What follows belongs to an exercise in optimizing a design on an open flow for small area, a short achievable clock period and few clock cycles per item; a production flow would make more cautious choices.
Where RTL was checked, it was by simulation tests only, not by an equivalence proof against the original.
The RTL of run 2 was laid out without a check of its function.
Power figures rest on the tool's default switching activity, not on a simulated workload.

$ cat flow/standard.sh
#!/bin/bash
# synth_recipe.tcl (not shown) runs the flow's synth.tcl, then flattens the netlist and writes it again
# the make line also repeats each setting of config.mk as NAME=value (left out here)
make -C /OpenROAD-flow-scripts/flow DESIGN_CONFIG=/design/flow/config.mk WORK_HOME=/design/flow/orfs CLKGATE_MAP_FILE= SYNTH_SCRIPT=/design/flow/synth_recipe.tcl "${@:-finish}"
$ cat flow/design.v
package oss_pkg;
  localparam int CAPACITY = 64;
  localparam int KEY_W    = 32;
  localparam int RANK_W   = 16;
  localparam int COUNT_W  = 7;
  localparam logic [1:0] STATUS_OK    = 2'd0;
  localparam logic [1:0] STATUS_RANGE = 2'd1;
  localparam logic [1:0] STATUS_FULL  = 2'd2;
endpackage
module oss_cell (
  input  logic                                clk,
  input  logic                                s_left,    
  input  logic                                s_new,     
  input  logic signed [oss_pkg::KEY_W-1:0]    cmp_key,   
  input  logic signed [oss_pkg::KEY_W-1:0]    new_key,   
  input  logic signed [oss_pkg::KEY_W-1:0]    left_key,
  output logic                                hi_g,
  output logic                                hi_p,
  output logic                                lo_g,
  output logic signed [oss_pkg::KEY_W-1:0]    key
);
  localparam int KW = oss_pkg::KEY_W;
  logic [KW-1:0] key_r;
  logic          s_hold;
  oss_cmp_half u_hi (
    .a  ({~key_r[KW-1], key_r[KW-2:KW/2]}),
    .b  ({~cmp_key[KW-1], cmp_key[KW-2:KW/2]}),
    .g  (hi_g),
    .p  (hi_p)
  );
  oss_cmp_half u_lo (
    .a  (key_r[KW/2-1:0]),
    .b  (cmp_key[KW/2-1:0]),
    .g  (lo_g),
    .p  ()
  );
  assign key    = key_r;
  assign s_hold = !(s_left || s_new);
  always_ff @(posedge clk) begin
    key_r <= (left_key & {KW{s_left}}) | (new_key & {KW{s_new}}) | (key_r & {KW{s_hold}});
  end
endmodule
module oss_cmp_half (
  input  logic [15:0] a,
  input  logic [15:0] b,
  output logic        g,
  output logic        p
);
  logic [15:0] nb;
  logic [15:0] g0, p0;
  logic [7:0]  g1, p1;
  logic [3:0]  g2, p2;
  logic [1:0]  g3, p3;
  assign nb = ~b;
  assign g0 = a & nb;
  assign p0 = a | nb;
  for (genvar j = 0; j < 8; j++) begin : g_l1
    assign g1[j] = g0[2*j+1] | (p0[2*j+1] & g0[2*j]);
    assign p1[j] = p0[2*j+1] & p0[2*j];
  end
  for (genvar j = 0; j < 4; j++) begin : g_l2
    assign g2[j] = g1[2*j+1] | (p1[2*j+1] & g1[2*j]);
    assign p2[j] = p1[2*j+1] & p1[2*j];
  end
  for (genvar j = 0; j < 2; j++) begin : g_l3
    assign g3[j] = g2[2*j+1] | (p2[2*j+1] & g2[2*j]);
    assign p3[j] = p2[2*j+1] & p2[2*j];
  end
  assign g = g3[1] | (p3[1] & g3[0]);
  assign p = g | (p3[1] & p3[0]);
endmodule
module order_statistic_store (
  input  logic                                clk,
  input  logic                                rst_n,
  input  logic                                in_valid,
  output logic                                in_ready,
  input  logic                                in_func,
  input  logic signed [oss_pkg::KEY_W-1:0]    in_new_key,
  input  logic        [oss_pkg::RANK_W-1:0]   in_rank,
  output logic                                out_valid,
  input  logic                                out_ready,
  output logic        [1:0]                   out_status,
  output logic signed [oss_pkg::KEY_W-1:0]    out_found_key,
  output logic        [oss_pkg::COUNT_W-1:0]  out_stored_count
);
  localparam int N  = oss_pkg::CAPACITY;
  localparam int KW = oss_pkg::KEY_W;
  localparam int CW = oss_pkg::COUNT_W;
  localparam int RW = oss_pkg::RANK_W;
  localparam int QW = 2 + KW + CW;
  logic                 b_v;
  logic                 b_func;
  logic                 b_ok;
  logic                 b_cv;       
  logic                 b_ins;      
  logic signed [KW-1:0] b_key;
  logic [N-1:0]         b_hit;
  logic [N-1:0]         b_hi_g;
  logic [N-1:0]         b_hi_p;
  logic [N-1:0]         b_lo_g;
  logic                 b_pair_hi_g;
  logic                 b_pair_hi_p;
  logic                 b_pair_lo_g;
  logic [N-1:0]         prev_gt;    
  logic [CW-1:0]        count_r;
  logic [N-1:0]         occ_r;      
  logic [2:0]           q_v;
  logic [2:0][QW-1:0]   q_d;
  logic                 in_ready_r;
  logic                 accept;
  logic                 full;
  logic                 ins;
  logic                 deq;
  logic                 sel_ok;
  logic                 pair_gt;
  logic                 pair_hi_g;
  logic                 pair_hi_p;
  logic                 pair_lo_g;
  logic [CW-1:0]        count_a;
  logic [KW-1:0]        found;
  logic [1:0]           res_status;
  logic [KW-1:0]        res_key;
  logic [CW-1:0]        res_count;
  logic [QW-1:0]        res;
  logic [2:0]           q_v_nxt;
  logic [2:0]           q_v_kept;
  logic [N-1:0]         hi_g;
  logic [N-1:0]         hi_p;
  logic [N-1:0]         lo_g;
  logic [N-1:0]         raw_gt;
  logic [N-1:0]         gt;
  logic [N-1:0]         s_left;
  logic [N-1:0]         s_new;
  logic [N:0]           tail;
  logic [N-1:0]         occ;
  logic [N-1:0]         prev_slot;
  logic [N-1:0]         hit_nxt;
  logic [N-1:0][KW-1:0] cell_key;
  logic [N-1:0][KW-1:0] cell_left;
  assign in_ready = in_ready_r;
  assign accept   = in_valid && in_ready_r;
  assign full     = count_r[CW-1];
  assign ins      = b_ins;
  assign deq      = q_v[0] && out_ready;
  oss_cmp_half u_pair_hi (
    .a  ({~b_key[KW-1], b_key[KW-2:KW/2]}),
    .b  ({~in_new_key[KW-1], in_new_key[KW-2:KW/2]}),
    .g  (pair_hi_g),
    .p  (pair_hi_p)
  );
  oss_cmp_half u_pair_lo (
    .a  (b_key[KW/2-1:0]),
    .b  (in_new_key[KW/2-1:0]),
    .g  (pair_lo_g),
    .p  ()
  );
  assign pair_gt = b_pair_hi_g || (b_pair_hi_p && b_pair_lo_g);
  assign count_a = count_r + CW'(ins);
  assign sel_ok  = (in_rank != '0) && (in_rank <= RW'(count_a));
  assign tail[N] = occ_r[N-1];
  for (genvar i = 0; i < N; i++) begin : g_ctl
    assign occ[i]     = occ_r[i];
    assign tail[i]    = occ_r[i] == 1'b0 && (i == 0 || occ_r[i == 0 ? 0 : i-1]);
    assign hit_nxt[i] = (in_rank == RW'(i + 1)) && (occ[i] || (ins && tail[i]));
    assign raw_gt[i]  = b_hi_g[i] || (b_hi_p[i] && b_lo_g[i]);
  end
  assign prev_slot[0] = prev_gt[0] || tail[1];
  for (genvar i = 1; i < N; i++) begin : g_slot
    assign prev_slot[i] = !prev_gt[i-1] && (prev_gt[i] || tail[i+1]);
  end
  assign gt[0] = occ[0] && (b_cv && prev_slot[0] ? pair_gt : raw_gt[0]);
  for (genvar i = 1; i < N; i++) begin : g_gt
    assign gt[i] = occ[i] && (!b_cv        ? raw_gt[i] :
                              prev_gt[i-1] ? raw_gt[i-1] :
                              prev_slot[i] ? pair_gt : raw_gt[i]);
  end
  assign s_left[0] = 1'b0;
  assign s_new[0]  = ins && (gt[0] || tail[0]);
  for (genvar i = 1; i < N; i++) begin : g_sel
    assign s_left[i] = ins && gt[i-1];
    assign s_new[i]  = ins && !gt[i-1] && (gt[i] || tail[i]);
  end
  assign cell_left[0] = b_key;
  for (genvar i = 1; i < N; i++) begin : g_left
    assign cell_left[i] = cell_key[i-1];
  end
  for (genvar i = 0; i < N; i++) begin : g_cell
    oss_cell u_cell (
      .clk      (clk),
      .s_left   (s_left[i]),
      .s_new    (s_new[i]),
      .cmp_key  (in_new_key),
      .new_key  (b_key),
      .left_key (cell_left[i]),
      .hi_g     (hi_g[i]),
      .hi_p     (hi_p[i]),
      .lo_g     (lo_g[i]),
      .key      (cell_key[i])
    );
  end
  always_comb begin
    found = '0;
    for (int i = 0; i < N; i++) begin
      found = found | (cell_key[i] & {KW{b_hit[i]}});
    end
  end
  always_comb begin
    if (!b_func) begin
      res_status = full ? oss_pkg::STATUS_FULL : oss_pkg::STATUS_OK;
      res_key    = '0;
      res_count  = full ? count_r : count_r + CW'(1);
    end else begin
      res_status = b_ok ? oss_pkg::STATUS_OK : oss_pkg::STATUS_RANGE;
      res_key    = found;
      res_count  = count_r;
    end
  end
  assign res = {res_status, res_key, res_count};
  always_comb begin
    q_v_kept = deq ? {1'b0, q_v[2:1]} : q_v;
    q_v_nxt  = b_v ? {q_v_kept[1:0], 1'b1} : q_v_kept;
  end
  always_ff @(posedge clk) begin
    if (!rst_n) begin
      b_v        <= 1'b0;
      b_ins      <= 1'b0;
      count_r    <= '0;
      occ_r      <= '0;
      q_v        <= '0;
      in_ready_r <= 1'b1;
    end else begin
      b_v        <= accept;
      b_ins      <= accept && !in_func && !count_a[CW-1];
      q_v        <= q_v_nxt;
      in_ready_r <= !q_v_nxt[2] && !(q_v_nxt[1] && accept);
      if (ins) begin
        count_r <= count_r + CW'(1);
        occ_r   <= {occ_r[N-2:0], 1'b1};
      end
    end
  end
  always_ff @(posedge clk) begin
    b_func      <= in_func;
    b_key       <= in_new_key;
    b_ok        <= sel_ok;
    b_cv        <= ins;
    b_hit       <= hit_nxt;
    b_hi_g      <= hi_g;
    b_hi_p      <= hi_p;
    b_lo_g      <= lo_g;
    b_pair_hi_g <= pair_hi_g;
    b_pair_hi_p <= pair_hi_p;
    b_pair_lo_g <= pair_lo_g;
    prev_gt     <= gt;
    if (deq && q_v[1]) begin
      q_d[0] <= q_d[1];
    end else if (b_v && !q_v_kept[0]) begin
      q_d[0] <= res;
    end
    if (deq && q_v[2]) begin
      q_d[1] <= q_d[2];
    end else if (b_v && !q_v_kept[1] && q_v_kept[0]) begin
      q_d[1] <= res;
    end
    if (b_v && !q_v_kept[2] && q_v_kept[1]) begin
      q_d[2] <= res;
    end
  end
  assign out_valid        = q_v[0];
  assign out_status       = q_d[0][QW-1 -: 2];
  assign out_found_key    = q_d[0][CW +: KW];
  assign out_stored_count = q_d[0][CW-1:0];
endmodule
$ cat flow/flow/run.sh
#!/bin/bash
# Layout flow: the standard flow (standard synthesis, floorplan, placement, CTS, routing)
# with two changes:
#  - the port buffers that global placement inserts are sky130_fd_sc_hd__buf_4 instead of the
#    default pick, so the output ports are not driven through a delay cell;
#  - global routing holds back more of met1/met2 (flow/fastroute.tcl), which eases detailed
#    routing of this wire-heavy design.
# The full make output goes to flow_make.log here; ORFS's own per-step logs are under orfs/logs.
set -euo pipefail
bash standard.sh "BUFFER_PORTS_ARGS=-buffer_cell sky130_fd_sc_hd__buf_4" \
  "FASTROUTE_TCL=$PWD/flow/fastroute.tcl" finish > flow_make.log 2>&1
$ cat flow/flow/fastroute.tcl
# Global routing layers as the platform sets them, but with more of met1 and met2 held back,
# so the global router moves wires up to met3/met4 and the detailed router has room for pin
# access on the lower layers.
set_global_routing_layer_adjustment met1 0.5
set_global_routing_layer_adjustment met2 0.3
set_global_routing_layer_adjustment met3-$::env(MAX_ROUTING_LAYER) 0.2

set_routing_layers -clock $::env(MIN_CLK_ROUTING_LAYER)-$::env(MAX_ROUTING_LAYER)
set_routing_layers -signal $::env(MIN_ROUTING_LAYER)-$::env(MAX_ROUTING_LAYER)
$ cat flow/constraint.sdc
create_clock -name core_clock -period 5.5 [get_ports {clk}]
set_input_delay 1.1000 -clock core_clock [delete_from_list [all_inputs] [get_ports {clk}]]
set_output_delay 1.1000 -clock core_clock [all_outputs]
set_load 0.01 [all_outputs]
$ cat flow/config.mk
export PLATFORM = sky130hd
export DESIGN_NAME = order_statistic_store
export DESIGN_NICKNAME = order_statistic_store
export VERILOG_FILES = /design/flow/design.v
export SDC_FILE = /design/flow/constraint.sdc
export NUM_CORES = 4
export LEC_CHECK = 0
export CAP_MARGIN = 20
export CORE_ASPECT_RATIO = 0.7
export CORE_MARGIN = 2
export CORE_UTILIZATION = 26
export GPL_ROUTABILITY_DRIVEN = 1
export GPL_TIMING_DRIVEN = 1
export PLACE_DENSITY = 0.45
export SETUP_SLACK_MARGIN = 2.6
export SLEW_MARGIN = 20
==> results of run 1 <==
[cell type report]
cell class	instances	area, µm²
well taps	7087	8870
multi-input cells	12500	79300
clock inverters	131	1510
diodes	262	656
inverters	961	3680
repair buffers	1178	12300
fillers	55500	358000
clock buffers	440	9060
flip-flops and latches	2605	54100
[metrics by stage]
step / total power [W] / hold slack (ps) / area (µm²) / utilization
2_1_floorplan: 0.0228 / 362 / 138000 / -
3_3_place_gp: 0.0254 / 440 / 149000 / 0.283
3_5_place_dp: 0.0254 / 446 / 149000 / 0.283
4_1_cts: 0.0479 / 104 / 166000 / 0.314
5_1_grt: 0.0492 / 152 / 169000 / 0.321
6_report: 0.0486 / 93.8 / 170000 / 0.321
[routing by layer]
layer / wire length, µm / vias up
met5: 28600 / -
met3: 309000 / 3635
met4: 98700 / 421
met2: 400000 / 15500
li1: - / 65200
met1: 433000 / 79600
[worst paths after layout]
| path | cells past startpoint | end | startpoint | slack [ps] |
|---|---|---|---|---|
| worst min-delay path | 1 | b_func | in_func | 90 |
| worst max-delay path | 8 | q_d[67] | b_hit[5] | 2040 |
| worst max register to register | 8 | q_d[67] | b_hit[5] | 2040 |
| worst min register to register | 2 | g_cell[57].u_cell.key_r[6] | g_cell[57].u_cell.key_r[6] | 460 |
[timing repair]
action                      CTS  global route
cloned                       11            10
setup buffers               206           133
gates resized for setup     696           389
setup endpoints to repair  2188          1752
pin swaps                   123           141
[power by group through the flow]
stage          clock network [W]  logic (W)  registers, W
3_5_place_dp                   0    0.00353        0.0219
4_1_cts                   0.0228    0.00363        0.0215
2_1_floorplan                  0    0.00221        0.0206
6_report                  0.0230    0.00387        0.0218
3_3_place_gp                   0    0.00351        0.0219
5_1_grt                   0.0234    0.00404        0.0217
[state kept, by name, summed over array words and instances, names as in the netlist, 3 cells and up, named ones only]
register and cells:
g_cell.u_cell.key_r 2016, q_d 123, b_hi_g 64, b_hi_p 64, b_hit 64, b_lo_g 64, occ_r 64, prev_gt 63
b_key 32, count_r 7, q_v 3
[cells in the final DEF (no fill, tap or decap), drive strengths merged, types with 201 or more instances in the layout]
cell and n:
nor2 330, buf 1157, nand3 282, nor3 203, nand2b 207, diode 262
a221oi 490, o22ai 395, nand2 4456, a22o 302, a222oi 201, a22oi 2684
maj3 307, o21ai 706, inv 965, dfxtp 2450, clkbuf 454, a21oi 669
[cells by family after synthesis]
logic type | count (synthesis) | synth area share
flip-flops | 2605 | 0.390
adder cells (fa/ha/maj) | 318 | 0.0237
buffers and inverters | 2616 | 0.0733
AND/OR/NAND/NOR | 5922 | 0.179
XOR/XNOR | 14 | 0.000889
AO/OA/AOI/OAI | 6201 | 0.329
multiplexers | 66 | 0.00480
==> results.txt, run 1 <==
Lkg Pwr 64.5 nW; post-synthesis register bit count 2605; Critical-path top delay cell or4_4; GR Util met3 0.547; syn avg cell area 7.77 µm²; hold_buf cts 0; nets@finish between 15k and 20k; Crit Path Category reg2reg; H-Tree Depth 5; RSZ-0062 raised after global routing true; Critical Path End Type flop; post-synthesis cell type count between 70 and 80; initial DRC count 19.6k; drt wl/cell 50.4 µm; actual slew at the worst max-slew pin 1650 ps; dpl cells roughly 24k; core area 528000 µm²; vias post-DR 164k; Hold Crit Class in2reg; RD Place Congestion about 1.2; DR vias/cell 6.52; Worst VDD drop 0.235 mV; clk latency of the worst-skew pair 1130 ps; Hold Fails Final Rpt 0; Crit path arrival time around 4300 ps; CTS Buf Count between 300 and 400; asr flop ratio synth 0; status failed layout checks; Required @ worst endpoint 6320 ps; final clock skew approximately 100 ps; Die Height around 610 µm; Synth warnings 2; Tmin final 3460 ps; Net Sw Power 0.0151 W; Starting Density 0.261; fmax 289 MHz; Top FF cell, synth dfxtp_1; total iterations of the first detailed-routing run 11; Slew HR -0.0994; Pwr per Cell Area 287 nW/µm²; CTS tree done; sequential cell area fraction in the yosys report 0.390; Final Max Slew Viols 5; layout cells sized above 1 0.156; largest net degree at the start of global routing about 100; Critical Path, Cell by Cell buf_12, a22o_4, a221oi_4, nand3_4, or4_4, o41ai_4, buf_6, o21ai_0; pre-CTS WS 1050 ps; Internal 0.0336 W; Sw Ratio 0.310; Comb power frac 0.080; Mapped Area around 140000 µm²; Cell Rows 223; cell taking the most area after synthesis dfxtp_1; Post-Syn Instances 17.7k; DR DRC count 0; GR Layer Usage met1 0.668; synth cell count leaders nand2_1 (4456), a22oi_1 (2684), dfxtp_1 (2450); post-route worst setup slack 2040 ps; GR Util met2 0.572; final non-filler cell total ~25k; Clk pwr share 0.472; vias in the first global route 153k; critical-path maximum fanout 5; clock transition at the registers of the reported paths 60 ps; DIE AREA 536000 µm²; syn_nets 17.8k; I/O Pins between 90 and 100; most common cell in the netlist nand2_1; Flop pwr share 0.449; worst-case clock buffer depth 4; Synth top area share 0.356; post-route ant nets 0; first-pass GRT wire length 1610 mm; area added between synthesis and finish 22.9%; Max Cap Viol 1; Max stage delay on crit path 830 ps; DRT Wirelength 1270 mm; Remaining Overflow, GRT 0; CP top delay family simple AND/OR/NAND/NOR gates; Synth area leaders dfxtp_1 (36%), a22oi_1 (15%), nand2_1 (12%); CP Buf/Inv Count 2; Final setup viols 0; Layout Check Failures max-capacitance violations, max-slew violations; antenna violations before repair 202; total clock sinks 2605; dpl hpwl 933 mm; startpoint types flop; GR peak layer met1; Root Driver clkbuf_16; GRT Resource Usage Total 0.542; final period utilization 0.629; Die X ~870 µm; Port Buf Inserts 95; Post-synth EDFFs around 160; setup_tns 0 ps
Testbench counts, summed over its fixed seeds: cycles 3,136, ops 3,072.
==> run 2, diff against run 1 <==
--- a/flow/design.v
+++ b/flow/design.v
@@ -94,3 +94,2 @@
   logic                 b_cv;       
-  logic                 b_ins;      
   logic signed [KW-1:0] b_key;
@@ -105,3 +104,2 @@
   logic [CW-1:0]        count_r;
-  logic [N-1:0]         occ_r;      
   logic [2:0]           q_v;
@@ -142,3 +140,3 @@
   assign full     = count_r[CW-1];
-  assign ins      = b_ins;
+  assign ins      = b_v && !b_func && !full;
   assign deq      = q_v[0] && out_ready;
@@ -159,6 +157,6 @@
   assign sel_ok  = (in_rank != '0) && (in_rank <= RW'(count_a));
-  assign tail[N] = occ_r[N-1];
+  assign tail[N] = 1'b0;
   for (genvar i = 0; i < N; i++) begin : g_ctl
-    assign occ[i]     = occ_r[i];
-    assign tail[i]    = occ_r[i] == 1'b0 && (i == 0 || occ_r[i == 0 ? 0 : i-1]);
+    assign occ[i]     = (CW'(i) < count_r);
+    assign tail[i]    = (count_r == CW'(i));
     assign hit_nxt[i] = (in_rank == RW'(i + 1)) && (occ[i] || (ins && tail[i]));
@@ -225,10 +223,7 @@
       b_v        <= 1'b0;
-      b_ins      <= 1'b0;
       count_r    <= '0;
-      occ_r      <= '0;
       q_v        <= '0;
-      in_ready_r <= 1'b1;
+      in_ready_r <= 1'b0;
     end else begin
       b_v        <= accept;
-      b_ins      <= accept && !in_func && !count_a[CW-1];
       q_v        <= q_v_nxt;
@@ -237,3 +232,2 @@
         count_r <= count_r + CW'(1);
-        occ_r   <= {occ_r[N-2:0], 1'b1};
       end
==> flow/run.sh (new file) <==
#!/bin/bash
# synth_recipe.tcl (not shown) runs the flow's synth.tcl, then flattens the netlist and writes it again
# the make line also repeats each setting of config.mk as NAME=value (left out here)
make -C /OpenROAD-flow-scripts/flow DESIGN_CONFIG=/design/flow/config.mk WORK_HOME=/design/flow/orfs CLKGATE_MAP_FILE= SYNTH_SCRIPT=/design/flow/synth_recipe.tcl finish
--- a/flow/config.mk
+++ b/flow/config.mk
@@ -8,9 +8,8 @@
 export CAP_MARGIN = 20
-export CORE_ASPECT_RATIO = 0.7
 export CORE_MARGIN = 2
-export CORE_UTILIZATION = 26
+export CORE_UTILIZATION = 30
 export GPL_ROUTABILITY_DRIVEN = 1
 export GPL_TIMING_DRIVEN = 1
-export PLACE_DENSITY = 0.45
-export SETUP_SLACK_MARGIN = 2.6
+export PLACE_DENSITY = 0.5
+export SETUP_SLACK_MARGIN = 1.6
 export SLEW_MARGIN = 20
removed: flow/flow/run.sh
removed: flow/flow/fastroute.tcl
removed: flow/standard.sh
==> results.txt, run 2 <==
post-synthesis register bit count 2537 (-2.6%); Die X 677 µm (-23%); GRT Resource Usage Total 0.679; pre-CTS WS 375 ps (-677 ps); Mapped Area 136000 µm² (-1.3%); Post-Syn Instances 16.4k (-7.8%); I/O Pins 96 (unchanged); H-Tree Depth 5 (unchanged); Synth top area share 0.351 (-0.00526); vias in the first global route approximately 170k; Port Buf Inserts 95 (unchanged); Synth area leaders dfxtp_1 (35%), o22ai_1 (6.3%), a21oi_1 (6.2%); RD Place Congestion 1.21 (+0.81%); Cell Rows 247 (+11%); most common cell in the netlist dfxtp_1; total clock sinks 2537 (-2.6%); last flow stage reached global routing; status stopped before the end; Log Error [ERROR GRT-0116] Global routing finished with congestion. Check the congestion regions in the DRC Viewer.; dpl cells 21.9k (-8.9%); syn avg cell area 8.31 µm² (+7.0%); CTS Buf Count 328 (+4.1%); largest net degree at the start of global routing 109; worst-case clock buffer depth 4 (unchanged); dpl hpwl 1130 mm (+21%); first-pass GRT wire length 2070 mm; synth cell count leaders dfxtp_1 (2382), a21oi_1 (1690), o22ai_1 (1380); Starting Density 0.301 (+0.0396); sequential cell area fraction in the yosys report 0.385 (-0.00481); post-synthesis cell type count 104 (+39%); placed inst area 149000 µm² (-0.14%); cell taking the most area after synthesis dfxtp_1; Remaining Overflow, GRT 32; Die Height 677 µm (+10%); Root Driver clkbuf_16; Post-synth EDFFs 155 (unchanged); asr flop ratio synth 0 (unchanged); Synth warnings 2 (unchanged); syn_nets 16.4k (-7.7%); Top FF cell, synth dfxtp_1
run 2: changes by cell type after synthesis, moves of 167 or more:
cell	delta
a31oi_1	+167
buf_2	+196
nand2_1	-3539
o21ai_0	-209
nor2_1	+671
a22oi_1	-2075
o22ai_1	+985
o221a_2	+507
a21oi_1	+1022
run 2: metal layers:
layer,GRT overflow,track usage
met2,17,0.865
met1,0,0.709
met5,0,0.120
met3,0,0.463
met4,15,0.680
run 2: worst min path at each step:
stage / from / endpoint / slack (ps) / cells past startpoint
3_5_place_dp: g_cell[63].u_cell.key_r[11] / g_cell[63].u_cell.key_r[11] / 440 / 2
3_3_place_gp: g_cell[63].u_cell.key_r[6] / g_cell[63].u_cell.key_r[6] / 430 / 2
4_1_cts: in_new_key[5] / b_key[5] / 320 / 1
2_1_floorplan: b_key[31] / flop / 410 / 0
run 2: per-stage QoR:
step / power, W / hold slack [ps] / utilization
2_1_floorplan: 0.0217 / 406 / -
3_3_place_gp: 0.0245 / 429 / 0.330
3_5_place_dp: 0.0245 / 437 / 0.330
4_1_cts: 0.0471 / 315 / 0.356
run 2: cells by family after synthesis:
logic type | Yosys count | share of synthesized area
AOI/OAI and AO/OA | 7330 | 0.389
xor gates and xnor gates | 12 | 0.000773
adders and majority gates | 407 | 0.0302
buffers and inverters | 2731 | 0.0802
DFF | 2537 | 0.385
muxes | 45 | 0.00342
and+or+nand+nor | 3301 | 0.112
run 2: timing repair:
item / 4_1_cts
gates resized for setup: 64
hold buffers: 0
hold endpoints to repair: 0
buffers inserted: 23
endpoints found under the setup margin: 1701
pin swaps: 12
gates cloned: 2
run 2: power by group through the flow:
stage               clock, W  combinational, W  sequential, W
floorplan                  0           0.00194         0.0197
global placement           0           0.00380         0.0207
detailed placement         0           0.00380         0.0207
CTS                   0.0230           0.00382         0.0203
==> run 3, diff against run 2 <==
--- a/flow/design.v
+++ b/flow/design.v
@@ -94,2 +94,3 @@
   logic                 b_cv;       
+  logic                 b_ins;      
   logic signed [KW-1:0] b_key;
@@ -104,4 +105,11 @@
   logic [CW-1:0]        count_r;
-  logic [2:0]           q_v;
-  logic [2:0][QW-1:0]   q_d;
+  logic [N-1:0]         occ_r;      
+  logic                 c_v;
+  logic [1:0]           c_status;
+  logic [CW-1:0]        c_count;
+  logic [KW-1:0]        c_lo;
+  logic [KW-1:0]        c_hi;
+  logic [3:0]           q_v;
+  logic [3:0][QW-1:0]   q_d;
+  logic                 out_valid_r;
   logic                 in_ready_r;
@@ -117,9 +125,9 @@
   logic [CW-1:0]        count_a;
-  logic [KW-1:0]        found;
-  logic [1:0]           res_status;
-  logic [KW-1:0]        res_key;
-  logic [CW-1:0]        res_count;
+  logic [KW-1:0]        found_lo;
+  logic [KW-1:0]        found_hi;
+  logic [1:0]           b_status;
+  logic [CW-1:0]        b_count;
   logic [QW-1:0]        res;
-  logic [2:0]           q_v_nxt;
-  logic [2:0]           q_v_kept;
+  logic [3:0]           q_v_nxt;
+  logic [3:0]           q_v_kept;
   logic [N-1:0]         hi_g;
@@ -140,3 +148,3 @@
   assign full     = count_r[CW-1];
-  assign ins      = b_v && !b_func && !full;
+  assign ins      = b_ins;
   assign deq      = q_v[0] && out_ready;
@@ -157,7 +165,7 @@
   assign sel_ok  = (in_rank != '0) && (in_rank <= RW'(count_a));
-  assign tail[N] = 1'b0;
+  assign tail[N] = occ_r[N-1];
   for (genvar i = 0; i < N; i++) begin : g_ctl
-    assign occ[i]     = (CW'(i) < count_r);
-    assign tail[i]    = (count_r == CW'(i));
-    assign hit_nxt[i] = (in_rank == RW'(i + 1)) && (occ[i] || (ins && tail[i]));
+    assign occ[i]     = occ_r[i];
+    assign tail[i]    = occ_r[i] == 1'b0 && (i == 0 || occ_r[i == 0 ? 0 : i-1]);
+    assign hit_nxt[i] = in_func && (in_rank == RW'(i + 1)) && (occ[i] || (ins && tail[i]));
     assign raw_gt[i]  = b_hi_g[i] || (b_hi_p[i] && b_lo_g[i]);
@@ -199,5 +207,7 @@
   always_comb begin
-    found = '0;
-    for (int i = 0; i < N; i++) begin
-      found = found | (cell_key[i] & {KW{b_hit[i]}});
+    found_lo = '0;
+    found_hi = '0;
+    for (int i = 0; i < N / 2; i++) begin
+      found_lo = found_lo | (cell_key[i] & {KW{b_hit[i]}});
+      found_hi = found_hi | (cell_key[N/2 + i] & {KW{b_hit[N/2 + i]}});
     end
@@ -206,15 +216,13 @@
     if (!b_func) begin
-      res_status = full ? oss_pkg::STATUS_FULL : oss_pkg::STATUS_OK;
-      res_key    = '0;
-      res_count  = full ? count_r : count_r + CW'(1);
+      b_status = full ? oss_pkg::STATUS_FULL : oss_pkg::STATUS_OK;
+      b_count  = full ? count_r : count_r + CW'(1);
     end else begin
-      res_status = b_ok ? oss_pkg::STATUS_OK : oss_pkg::STATUS_RANGE;
-      res_key    = found;
-      res_count  = count_r;
-    end
-  end
-  assign res = {res_status, res_key, res_count};
+      b_status = b_ok ? oss_pkg::STATUS_OK : oss_pkg::STATUS_RANGE;
+      b_count  = count_r;
+    end
+  end
+  assign res = {c_status, c_lo | c_hi, c_count};
   always_comb begin
-    q_v_kept = deq ? {1'b0, q_v[2:1]} : q_v;
-    q_v_nxt  = b_v ? {q_v_kept[1:0], 1'b1} : q_v_kept;
+    q_v_kept = deq ? {1'b0, q_v[3:1]} : q_v;
+    q_v_nxt  = c_v ? {q_v_kept[2:0], 1'b1} : q_v_kept;
   end
@@ -222,12 +230,21 @@
     if (!rst_n) begin
-      b_v        <= 1'b0;
-      count_r    <= '0;
-      q_v        <= '0;
-      in_ready_r <= 1'b0;
+      b_v         <= 1'b0;
+      b_ins       <= 1'b0;
+      c_v         <= 1'b0;
+      count_r     <= '0;
+      occ_r       <= '0;
+      q_v         <= '0;
+      out_valid_r <= 1'b0;
+      in_ready_r  <= 1'b1;
     end else begin
-      b_v        <= accept;
-      q_v        <= q_v_nxt;
-      in_ready_r <= !q_v_nxt[2] && !(q_v_nxt[1] && accept);
+      b_v         <= accept;
+      b_ins       <= accept && !in_func && !count_a[CW-1];
+      c_v         <= b_v;
+      q_v         <= q_v_nxt;
+      out_valid_r <= q_v_nxt[0];
+      in_ready_r  <= !q_v_nxt[3] && !(q_v_nxt[2] && (accept || b_v)) &&
+                     !(q_v_nxt[1] && accept && b_v);
       if (ins) begin
         count_r <= count_r + CW'(1);
+        occ_r   <= {occ_r[N-2:0], 1'b1};
       end
@@ -248,17 +265,18 @@
     prev_gt     <= gt;
-    if (deq && q_v[1]) begin
-      q_d[0] <= q_d[1];
-    end else if (b_v && !q_v_kept[0]) begin
-      q_d[0] <= res;
-    end
-    if (deq && q_v[2]) begin
-      q_d[1] <= q_d[2];
-    end else if (b_v && !q_v_kept[1] && q_v_kept[0]) begin
-      q_d[1] <= res;
-    end
-    if (b_v && !q_v_kept[2] && q_v_kept[1]) begin
-      q_d[2] <= res;
-    end
-  end
-  assign out_valid        = q_v[0];
+    c_status    <= b_status;
+    c_count     <= b_count;
+    c_lo        <= found_lo;
+    c_hi        <= found_hi;
+    for (int e = 0; e < 3; e++) begin
+      if (deq && q_v[e+1]) begin
+        q_d[e] <= q_d[e+1];
+      end else if (c_v && !q_v_kept[e] && (e == 0 || q_v_kept[e == 0 ? 0 : e-1])) begin
+        q_d[e] <= res;
+      end
+    end
+    if (c_v && !q_v_kept[3] && q_v_kept[2]) begin
+      q_d[3] <= res;
+    end
+  end
+  assign out_valid        = out_valid_r;
   assign out_status       = q_d[0][QW-1 -: 2];
==> flow/flow/run.sh (new file) <==
#!/bin/bash
# Layout flow: the standard flow (standard synthesis, floorplan, placement, CTS, routing)
# with two changes:
#  - the port buffers that global placement inserts are sky130_fd_sc_hd__buf_4 instead of the
#    default pick, so the output ports are not driven through a delay cell;
#  - global routing holds back more of met1/met2 (flow/fastroute.tcl), which eases detailed
#    routing of this wire-heavy design.
# The full make output goes to flow_make.log here; ORFS's own per-step logs are under orfs/logs.
set -euo pipefail
bash standard.sh "BUFFER_PORTS_ARGS=-buffer_cell sky130_fd_sc_hd__buf_4" \
  "FASTROUTE_TCL=$PWD/flow/fastroute.tcl" finish > flow_make.log 2>&1
==> flow/flow/fastroute.tcl (new file) <==
# Global routing layers as the platform sets them, but with more of met1 and met2 held back,
# so the global router moves wires up to met3/met4 and the detailed router has room for pin
# access on the lower layers.
set_global_routing_layer_adjustment met1 0.5
set_global_routing_layer_adjustment met2 0.3
set_global_routing_layer_adjustment met3-$::env(MAX_ROUTING_LAYER) 0.2

set_routing_layers -clock $::env(MIN_CLK_ROUTING_LAYER)-$::env(MAX_ROUTING_LAYER)
set_routing_layers -signal $::env(MIN_ROUTING_LAYER)-$::env(MAX_ROUTING_LAYER)
==> flow/standard.sh (new file) <==
#!/bin/bash
# synth_recipe.tcl (not shown) runs the flow's synth.tcl, then flattens the netlist and writes it again
# the make line also repeats each setting of config.mk as NAME=value (left out here)
make -C /OpenROAD-flow-scripts/flow DESIGN_CONFIG=/design/flow/config.mk WORK_HOME=/design/flow/orfs CLKGATE_MAP_FILE= SYNTH_SCRIPT=/design/flow/synth_recipe.tcl "${@:-finish}"
--- a/flow/config.mk
+++ b/flow/config.mk
@@ -8,8 +8,9 @@
 export CAP_MARGIN = 20
+export CORE_ASPECT_RATIO = 0.7
 export CORE_MARGIN = 2
-export CORE_UTILIZATION = 30
+export CORE_UTILIZATION = 26
 export GPL_ROUTABILITY_DRIVEN = 1
 export GPL_TIMING_DRIVEN = 1
-export PLACE_DENSITY = 0.5
-export SETUP_SLACK_MARGIN = 1.6
+export PLACE_DENSITY = 0.45
+export SETUP_SLACK_MARGIN = 2.7
 export SLEW_MARGIN = 20
removed: flow/run.sh
==> results.txt, run 3 <==
CTS tree done; clk latency of the worst-skew pair approximately 1100 ps; Net Sw Power 0.0142 W; layout cells sized above 1 0.114; startpoint types primary input; DIE AREA about 550000 µm²; total clock sinks 2721 (+7.3%); Final Max Slew Viols 0; Top FF cell, synth dfxtp_1; RSZ-0062 raised after global routing true; Port Buf Inserts 95 (unchanged); Post-Syn Instances 18.0k (+10%); clock transition at the registers of the reported paths ~70 ps; Sw Ratio 0.288; hold path start in_new_key[31]; Crit path arrival time 3880 ps; DR vias/cell 6.08; Seq. cell area 56800 µm²; most common cell in the netlist nand2_1; worst-case clock buffer depth 4 (unchanged); Remaining Overflow, GRT 0; initial DRC count 14.7k; Hold Crit Class in2reg; I/O Pins 96 (unchanged); first-pass GRT wire length 1260 mm; DR DRC count 0; syn avg cell area 7.82 µm² (-6.0%); Crit Path Category in2reg; vias post-DR 152k; antenna violations before repair 91; fillcell total 57.2k; Synth top area share 0.359 (+0.00836); hold_ws 204 ps; fmax between 300 and 400 MHz; vias in the first global route 147k; Starting Density 0.261 (-0.0402); status no timing/DRC/antenna violations; core area approximately 540000 µm²; Slew HR 0.135; synth cell count leaders nand2_1 (4316), a22oi_1 (2885), dfxtp_1 (2525); post-route ant nets 0; final period utilization 0.533; DRT Wirelength 949 mm; Die X 884 µm (+30%); Max Cap Viol 0; Worst Setup SP in_new_key[19]; Comb power frac 0.079; internal reg-to-reg setup slack approximately 2600 ps; Root Driver clkbuf_16; Required @ worst endpoint 6450 ps; syn_nets 18.1k (+10%); Internal roughly 0.035 W; Synth warnings 2 (unchanged); Flop pwr share 0.447; nets@finish 17.5k; multi-input logic area around 78000 µm²; Final setup viols 0; area added between synthesis and finish 17.7%; actual slew at the worst max-slew pin 1280 ps; largest registers g_cell.u_cell.key_r: 2016 flops, q_d: 164 flops; GRT Resource Usage Total 0.391; RD Place Congestion 1.05 (-13%); setup_tns 0 ps; post-synthesis cell type count 75 (-28%); commonest non-fill, non-tap cells in the layout nand2_1 (4311), a22oi_1 (2880), dfxtp_1 (2347), a21oi_1 (896), inv_1 (824); most common cell after layout, fill and taps aside nand2_1; Tmin final 2930 ps; Synth area leaders dfxtp_1 (36%), a22oi_1 (15%), nand2_1 (12%); Die Height 620 µm (-8.5%); Pwr per Cell Area approximately 300 nW/µm²; dpl hpwl 685 mm (-39%); Critical Path End Type flop; asr flop ratio synth 0 (unchanged); cell taking the most area after synthesis dfxtp_1; CTS Buf Count 308 (-6.1%); largest net degree at the start of global routing 100; Cell Rows 226 (-8.5%); Worst VDD drop 0.260 mV; Hold Fails Final Rpt 0; critical-path maximum fanout 6; Post-synth EDFFs 196 (+26%); Mapped Area 141000 µm² (+3.5%); drt wl/cell ~38 µm; Clk pwr share 0.474; post-synthesis register bit count 2721 (+7.3%); Reg with most FFs g_cell.u_cell.key_r; H-Tree Depth 5 (unchanged); final clock skew 75.9 ps; r2r startpoint b_hit[21]; Lkg Pwr 62.9 nW; max FFs per register 2016; sequential cell area fraction in the yosys report 0.401 (+0.0159); total iterations of the first detailed-routing run 10
[run 3: cell types whose count changed after synthesis, sizes merged, moves of 208 or more]
cell    before   now
o22ai     1380   519
nand2      921  4316
nor2      1005   582
a21oi     1695   947
o221a      656    12
a221oi     461   253
a22oi      609  2885
[run 3: final cells by class]
cell class	count	share of cell area
sequential	2721	0.342
clock buffer	434	0.0549
inverter	871	0.0206
timing repair buffer	747	0.0478
timing repair inverter	2	0.000136
multi-input combinational	12800	0.468
tap	7182	0.0542
clock inverter	126	0.0105
antenna	126	0.00190
[run 3: cell families (layout without fill, tap and decap cells)]
kind of cell               after synthesis  count (layout)  share of synthesized area
other                                    0             126                          0
AOI/OAI and AO/OA                     6399            6399                      0.325
muxes                                   95              95                    0.00702
DFF                                   2721            2721                      0.401
buffers and inverters                 2514            2180                     0.0688
xor gates and xnor gates                15              15                   0.000933
and+or+nand+nor                       6001            6018                      0.177
adders and majority gates              272             272                     0.0200
[run 3: final timing paths]
kind	to	cells past startpoint
worst max register to register	c_lo[27]	4
worst max-delay path	b_hi_p[23]	10
worst min-delay path	b_key[31]	1
worst min register to register	c_v	1
[run 3: power groups by stage]
| stage | sequential (W) | combinational, W | clock [W] |
|---|---|---|---|
| 2_1_floorplan | 0.0215 | 0.00229 | 0 |
| 3_3_place_gp | 0.0223 | 0.00341 | 0 |
| 3_5_place_dp | 0.0223 | 0.00342 | 0 |
| 4_1_cts | 0.0219 | 0.00359 | 0.0234 |
| 5_1_grt | 0.0220 | 0.00415 | 0.0242 |
| 6_report | 0.0220 | 0.00390 | 0.0233 |
[run 3: critical path, cell delays in order]
cell      delay (ps)
buf_16           140
buf_8            180
buf_4            140
a222oi_1         120
a222oi_1         610
o22ai_1          210
a222oi_1         810
nor2_1           100
a221o_1          300
o21bai_1         150
[run 3: routing by layer]
metal / global-route usage / wire length [µm] / up-vias
met5: 0.0684 / 6750 / -
met4: 0.147 / 49300 / 157
met3: 0.323 / 199000 / 2266
met2: 0.459 / 330000 / 11600
met1: 0.573 / 364000 / 73100
li1: - / - / 64900
[run 3: through the flow]
step / instances / total power, W / setup slack [ps] / instance area [µm²] / utilization
3_3_place_gp: 24100 / 0.0258 / 62.9 / 150000 / 0.277
3_5_place_dp: 24100 / 0.0258 / 802 / 150000 / 0.277
6_report: 25000 / 0.0492 / 2570 / 166000 / 0.307
5_1_grt: 25000 / 0.0503 / 2550 / 166000 / 0.307
4_1_cts: 24800 / 0.0488 / 2600 / 163000 / 0.301
2_1_floorplan: 18000 / 0.0238 / 2450 / 141000 / -
[run 3: timing repair]
item                       in CTS  in global routing
cloned                         14                 37
setup buffers                  69                 82
resized for setup             253                416
pin swaps                      31                 90
hold buffers                    0                  0
setup endpoints to repair    2096               2057
Testbench counts of run 3, summed over its fixed seeds: cycles 3,168, ops 3,072.
==> run 4, diff against run 3 <==
--- a/flow/config.mk
+++ b/flow/config.mk
@@ -7,3 +7,3 @@
 export LEC_CHECK = 0
-export CAP_MARGIN = 20
+export CAP_MARGIN = 40
 export CORE_ASPECT_RATIO = 0.7
@@ -15,2 +15,2 @@
 export SETUP_SLACK_MARGIN = 2.7
-export SLEW_MARGIN = 20
+export SLEW_MARGIN = 40
==> results.txt, run 4 <==
Internal 0.0346 W (-1.1%); Crit path arrival time 3770 ps (-110 ps); Final setup viols 0 (unchanged); I/O Pins 96 (unchanged); Tmin final 2850 ps (-76.5 ps); vias post-DR 151k (-0.52%); dpl hpwl 686 mm (+0.17%); initial DRC count 14.8k (+0.50%); Worst Setup SP g_cell[24].u_cell.key_r[18]; Pwr per Cell Area 294 nW/µm² (-0.95%); cell taking the most area after synthesis dfxtp_1; GRT Resource Usage Total 0.391 (about the same); nets@finish 17.5k (+0.11%); Die X 884 µm (unchanged); Synth warnings 2 (unchanged); Die Height 620 µm (unchanged); max FFs per register 2016 (unchanged); Root Driver clkbuf_16; Worst VDD drop 0.257 mV (-1.2%); Max stage delay on crit path 660 ps (-150 ps); final period utilization 0.519 (-0.0139); Clk pwr share 0.469 (-0.005); final clock skew 60.6 ps (-15.3 ps); post-route worst setup slack 2650 ps (+76.5 ps); pre-CTS WS 971 ps (+169 ps); Synth area leaders dfxtp_1 (36%), a22oi_1 (15%), nand2_1 (12%); startpoint types flop; Slew HR 0.321 (+0.186); syn_nets 18.1k (unchanged); total iterations of the first detailed-routing run 8 (-2); hold path start in_new_key[18]; first-pass GRT wire length 1260 mm (about the same); core area 540000 µm² (unchanged); Required @ worst endpoint 6420 ps (-30 ps); post-synthesis register bit count 2721 (unchanged); DIE AREA 548000 µm² (unchanged); largest net degree at the start of global routing 100 (unchanged); CTS tree done; fillcell total 57.2k (+0.13%); syn avg cell area 7.82 µm² (unchanged); commonest non-fill, non-tap cells in the layout nand2_1 (4310), a22oi_1 (2880), dfxtp_1 (2347), a21oi_1 (901), inv_1 (828); worst-case clock buffer depth 4 (unchanged); Critical Path End Type flop; fmax 351 MHz (+2.7%); Hold Crit Class in2reg; Cell Rows 226 (unchanged); Post-Syn Instances 18.0k (unchanged); total clock sinks 2721 (unchanged); Flop pwr share 0.450 (+0.003); Synth top area share 0.359 (unchanged); Hold Fails Final Rpt 0 (unchanged); Comb power frac 0.081 (+0.002); clk latency of the worst-skew pair 1080 ps (about the same); Max Cap Viol 0 (unchanged); synth cell count leaders nand2_1 (4316), a22oi_1 (2885), dfxtp_1 (2525); r2r startpoint g_cell[24].u_cell.key_r[18]; Reg with most FFs g_cell.u_cell.key_r; Critical Path, Cell by Cell inv_1, a222oi_1, a222oi_1, o22ai_1, a222oi_1, buf_4, nor2_1, a221o_1, o21bai_1; CTS Buf Count 308 (unchanged); Top FF cell, synth dfxtp_1; DR DRC count 0 (unchanged); Starting Density 0.261 (unchanged); setup_tns 0 ps (unchanged); H-Tree Depth 5 (unchanged); largest registers g_cell.u_cell.key_r: 2016 flops, q_d: 164 flops; Critical-path top delay cell a222oi_1; area added between synthesis and finish 17.8% (about the same); Mapped Area 141000 µm² (unchanged); most common cell after layout, fill and taps aside nand2_1; Remaining Overflow, GRT 0 (unchanged); Crit Path Category reg2reg; Final Max Slew Viols 0 (unchanged); DR vias/cell 6.06 (-0.42%); sequential cell area fraction in the yosys report 0.401 (unchanged); status no timing/DRC/antenna violations; asr flop ratio synth 0 (unchanged); clock transition at the registers of the reported paths 70 ps (about the same); most common cell in the netlist nand2_1; RD Place Congestion 1.05 (unchanged); vias in the first global route 147k (+0.065%); RSZ-0062 raised after global routing true; Lkg Pwr 62.9 nW (about the same); antenna violations before repair 66 (-27%); DRT Wirelength 951 mm (+0.16%); post-route ant nets 0 (unchanged); layout cells sized above 1 0.115 (+0.000870); post-synthesis cell type count 75 (unchanged); Post-synth EDFFs 196 (unchanged); Sw Ratio 0.290 (+0.00104); Most common cell on crit path a222oi_1; Port Buf Inserts 95 (unchanged); critical-path maximum fanout 5 (-1); drt wl/cell 38.1 µm (+0.26%); Net Sw Power 0.0141 W (-0.55%); actual slew at the worst max-slew pin 1020 ps (-266 ps)
## run 4: cell count changes in the layout (fill, tap and decap cells not counted), sizes merged, moves of 6 or more
cell / change
diode: -39
buf: +12
clkinv: -9
bufinv: -6
clkbuf: +10
## run 4: path summary, 6_finish.rpt
path,end,slack [ps],depth (start not counted)
worst max-delay path,b_hi_p[24],2650,9
worst min-delay path,b_key[18],210,1
worst max register to register,b_hi_p[24],2650,9
worst min register to register,c_v,460,1
## run 4: power by group through the flow
stage	sequential [W]	clock (W)	combinational [W]
after floorplan	0.0215	0	0.00229
after global placement	0.0223	0	0.00341
after detailed placement	0.0223	0	0.00347
after CTS	0.0219	0.0230	0.00363
after global routing	0.0220	0.0237	0.00417
final	0.0219	0.0229	0.00393
## run 4: final cells by class
type | count | area (µm²) | area share
Multi-Input combinational cell | 12800 | 77600 | 0.468
Sequential cell | 2721 | 56800 | 0.342
Clock buffer | 443 | 9060 | 0.0546
Tap cell | 7182 | 8990 | 0.0542
Timing Repair Buffer | 765 | 8380 | 0.0505
Inverter | 871 | 3410 | 0.0205
Clock inverter | 111 | 1500 | 0.00901
Antenna cell | 87 | 218 | 0.00131
Timing Repair inverter | 2 | 22.5 | 0.000136
## run 4: layer usage
| layer | wire length (µm) | part of all wire | global-route usage | vias to the layer above |
|---|---|---|---|---|
| met1 | 361000 | 0.38 | 0.570 | 72400 |
| li1 | - | - | - | 64900 |
| met3 | 205000 | 0.22 | 0.327 | 2303 |
| met5 | 7660 | 0.0081 | 0.0667 | - |
| met2 | 327000 | 0.34 | 0.457 | 11500 |
| met4 | 50300 | 0.053 | 0.152 | 149 |
## run 4: logic make-up after synthesis
family / after synthesis / share of synthesized area
buffers and inverters: 2514 / 0.0688
multiplexers: 95 / 0.00702
XOR/XNOR: 15 / 0.000933
AO/OA/AOI/OAI: 6399 / 0.325
flip-flops: 2721 / 0.401
adder cells (fa/ha/maj): 272 / 0.0200
AND/OR/NAND/NOR: 6001 / 0.177
## run 4: through the flow
step            util  area (µm²)  total power, W  std cells  hold WS, ps
3_3_place_gp   0.277      150000          0.0258      24100          447
2_1_floorplan      -      141000          0.0238      18000          367
3_5_place_dp   0.278      150000          0.0258      24100          445
4_1_cts        0.301      163000          0.0485      24700          174
5_1_grt        0.307      166000          0.0498      25000          220
6_report       0.307      166000          0.0487      25000          207
## run 4: what timing repair did
action,4_1_cts,5_1_grt
setup buffers,51,102
pin swaps,28,75
gates cloned,14,34
endpoints found under the setup margin,2098,2097
hold buffers,0,0
resized for setup,231,379
## run 4: worst max-delay path: cells and delay by family (launching register included)
kind                   cells  cell delay [ps]
DFF                        1              390
AOI/OAI and AO/OA          6             1900
and+or+nand+nor            1               50
buffers and inverters      2              370
==> run 5, diff against run 4 <==
--- a/flow/config.mk
+++ b/flow/config.mk
@@ -7,10 +7,10 @@
 export LEC_CHECK = 0
-export CAP_MARGIN = 40
+export CAP_MARGIN = 30
 export CORE_ASPECT_RATIO = 0.7
 export CORE_MARGIN = 2
-export CORE_UTILIZATION = 26
+export CORE_UTILIZATION = 30
 export GPL_ROUTABILITY_DRIVEN = 1
 export GPL_TIMING_DRIVEN = 1
-export PLACE_DENSITY = 0.45
+export PLACE_DENSITY = 0.5
 export SETUP_SLACK_MARGIN = 2.7
-export SLEW_MARGIN = 40
+export SLEW_MARGIN = 30
==> results.txt, run 5 <==
status no timing/DRC/antenna violations; Synth area leaders dfxtp_1 (36%), a22oi_1 (15%), nand2_1 (12%); antenna violations before repair 62 (-6.1%); final period utilization 0.539 (+0.0203); mux contribution to synthesized area 0.00702 (unchanged); Synth top area share 0.359 (unchanged); Synth Area in Simple Gates 0.177 (unchanged); Root Driver clkbuf_16; CTS Buf Count 306 (-0.65%); Cell Rows 210 (-7.1%); Worst Setup SP in_new_key[20]; Compound-Gate Fraction of Synth Area 0.325 (unchanged); Reg2Reg Depth 6 (-3); final clock skew 52.8 ps (-7.78 ps); R2R Path End b_hi_p[4]; syn_nets 18.1k (unchanged); Post-Syn Instances 18.0k (unchanged); Adder-Cell Fraction of Synth Area 0.0200 (unchanged); Slew HR 0.232 (-0.0887); r2r startpoint g_cell[4].u_cell.key_r[20]; fillcell total 48.7k (-15%); vias in the first global route 147k (+0.067%); startpoint types primary input; I/O Pins 96 (unchanged); main combinational cell family by area after synthesis compound AO/OA/AOI/OAI gates; multi-input logic area 77300 µm² (-0.30%); internal reg-to-reg setup slack 2550 ps (-100 ps); vias post-DR 152k (+0.22%); Post-Synth XOR/XNOR Area 0.000933 (unchanged); Tmin final 2960 ps (+112 ps); post-route ant nets 0 (unchanged); most common cell after layout, fill and taps aside nand2_1; total clock sinks 2721 (unchanged); critical-path maximum fanout 58 (+53); sequential cell area fraction in the yosys report 0.401 (unchanged); nets@finish 17.5k (-0.28%); Critical Path End Type flop; Mapped Area 141000 µm² (unchanged); cell taking the most area after synthesis dfxtp_1; GRT Resource Usage Total 0.427 (+0.0360); Seq. cell area 56700 µm² (about the same); Starting Density 0.301 (+0.0407); most common cell in the netlist nand2_1; setup_tns 0 ps (unchanged); asr flop ratio synth 0 (unchanged); dpl hpwl 645 mm (-6.0%); core area 467000 µm² (-13%); DRT Wirelength 897 mm (-5.6%); post-synthesis register bit count 2721 (unchanged); Worst VDD drop 0.207 mV (-19%); layout cells sized above 1 0.108 (-0.00661); syn avg cell area 7.82 µm² (unchanged); CTS tree done; Post-synth EDFFs 196 (unchanged); DR vias/cell 6.32 (+4.3%); worst-case clock buffer depth 4 (unchanged); H-Tree Depth 5 (unchanged); Top FF cell, synth dfxtp_1; clock transition at the registers of the reported paths 70 ps (about the same); initial DRC count 16.1k (+8.7%); DIE AREA 475000 µm² (-13%); Crit path arrival time 3810 ps (+40 ps); RD Place Congestion 1.07 (+2.1%); Synth warnings 2 (unchanged); Crit Path Category in2reg; clk latency of the worst-skew pair 980 ps (-100 ps); Final setup viols 0 (unchanged); post-synthesis cell type count 75 (unchanged); Lkg Pwr 62.4 nW (-0.78%); Die X 823 µm (-6.9%); largest registers g_cell.u_cell.key_r: 2016 flops, q_d: 164 flops; Hold Fails Final Rpt 0 (unchanged); Reg with most FFs g_cell.u_cell.key_r; total iterations of the first detailed-routing run 10 (+2); Max Cap Viol 0 (unchanged); Hold Crit Class in2reg; Total Power 0.0483 W (-0.95%); largest net degree at the start of global routing 114 (+14%); Port Buf Inserts 95 (unchanged); area added between synthesis and finish 16.3%; max FFs per register 2016 (unchanged); commonest non-fill, non-tap cells in the layout nand2_1 (4312), a22oi_1 (2882), dfxtp_1 (2364), a21oi_1 (906), inv_1 (838); Final Max Slew Viols 0 (unchanged); actual slew at the worst max-slew pin 1150 ps (+133 ps); DR DRC count 0 (unchanged); Pwr per Cell Area 295 nW/µm² (+0.31%); RSZ-0062 raised after global routing true; Required @ worst endpoint 6340 ps (-80 ps); drt wl/cell 37.4 µm (-1.8%); Worst setup endpoint b_hi_p[4]; Remaining Overflow, GRT 0 (unchanged); first-pass GRT wire length 1210 mm (-4.3%); Die Height 577 µm (-6.9%); synth cell count leaders nand2_1 (4316), a22oi_1 (2885), dfxtp_1 (2525); fmax 337 MHz (-3.8%)
## run 5: cell counts after synthesis
Identical to the previous run, type by type.
## run 5: routing by layer
layer / GRT usage / part of all wire
met4: 0.184 / 0.060
met5: 0.0636 / 0.0065
met2: 0.503 / 0.35
met3: 0.354 / 0.21
met1: 0.613 / 0.37
## run 5: cells by family (layout without fill, tap and decap cells)
kind of cell | after synthesis | in the layout
simple gates | 6001 | 6015
buf+inv | 2514 | 2143
fa+ha+maj | 272 | 272
xor+xnor | 15 | 15
flops | 2721 | 2721
other cells | 0 | 87
mux | 95 | 95
compound gates | 6399 | 6399
## run 5: layout make-up
| cell class | count | area share |
|---|---|---|
| multi-input cells | 12800 | 0.472 |
| flip-flops and latches | 2721 | 0.346 |
| clock buffers | 431 | 0.0552 |
| repair buffers | 725 | 0.0483 |
| well taps | 6254 | 0.0478 |
| inverters | 871 | 0.0206 |
| clock inverters | 116 | 0.00849 |
| diodes | 87 | 0.00133 |
## run 5: critical path, stage by stage
cell      delay, ps
buf_6           170
inv_12          130
a222oi_1        620
o22ai_1         220
a222oi_1        960
nor2_1          120
a221o_1         310
o21bai_1        160
## run 5: how the worst min path moves through the flow
stage                   start           to  slack, ps  cells past startpoint
3_5_place_dp              b_v          c_v        460                      1
2_1_floorplan            b_ok  c_status[0]        370                      1
3_3_place_gp              b_v          c_v        460                      1
4_1_cts        in_new_key[23]    b_key[23]        250                      1
5_1_grt        in_new_key[23]    b_key[23]        270                      1
6_report       in_new_key[31]    b_key[31]        270                      1
## run 5: through the flow
stage	cell area [µm²]	hold slack (ps)	worst slack [ps]	instances	utilization
after detailed placement	149000	461	1280	23200	0.318
after global routing	164000	269	2470	24000	0.350
final	164000	274	2540	24000	0.350
after global placement	148000	461	799	23200	0.318
after CTS	161000	252	2700	23800	0.345
after floorplan	141000	367	2450	18000	-
## run 5: repair_timing
action                                  4_1_cts  5_1_grt
pin swaps                                    21       89
hold buffers                                  0        0
cloned                                       13       30
gates resized for setup                     234      344
setup buffers                                53       87
endpoints found under the setup margin     2144     2070
## run 5: power breakdown
group | total (W) | internal (W) | switching, W | leakage (nW)
Sequential | 0.0219 | 0.0206 | 0.00135 | 22.3
Combinational | 0.00385 | 0.00122 | 0.00263 | 35.0
Clock | 0.0225 | 0.0128 | 0.00971 | 5.13

afterwards: timing with drivers on the ports:
Ports are ideal in the flow. The routed layouts listed here were re-timed in OpenROAD.
Step 1 sets driving cells, clkbuf_16 on the clock port and buf_2 on the other inputs (assumed; they add their load-dependent delay and slew).
Step 2 also shifts input and output timing later by t, the mid clock arrival at the registers, as if the neighbouring blocks saw the same clock.
Slacks: ideal ports / drivers / drivers and shift; pairs: ideal ports / drivers.
run	t (ns)	setup WS [ns]	latest minus earliest clock arrival (ns)	worst slew at a driven data input, ns
run 1	1.223	2.041 / 2.041 / 1.300	0.104 / 0.104	0.28
run 3	1.157	2.571 / 2.491 / 1.334	0.090 / 0.090	0.38
run 4	1.195	2.647 / 2.521 / 1.326	0.063 / 0.062	0.36
run 5	1.083	2.535 / 2.341 / 1.257	0.060 / 0.059	0.36
For run 4, which loses most, drivers alone change the setup slack by -0.126 ns; drivers and shift together by -1.321 ns.
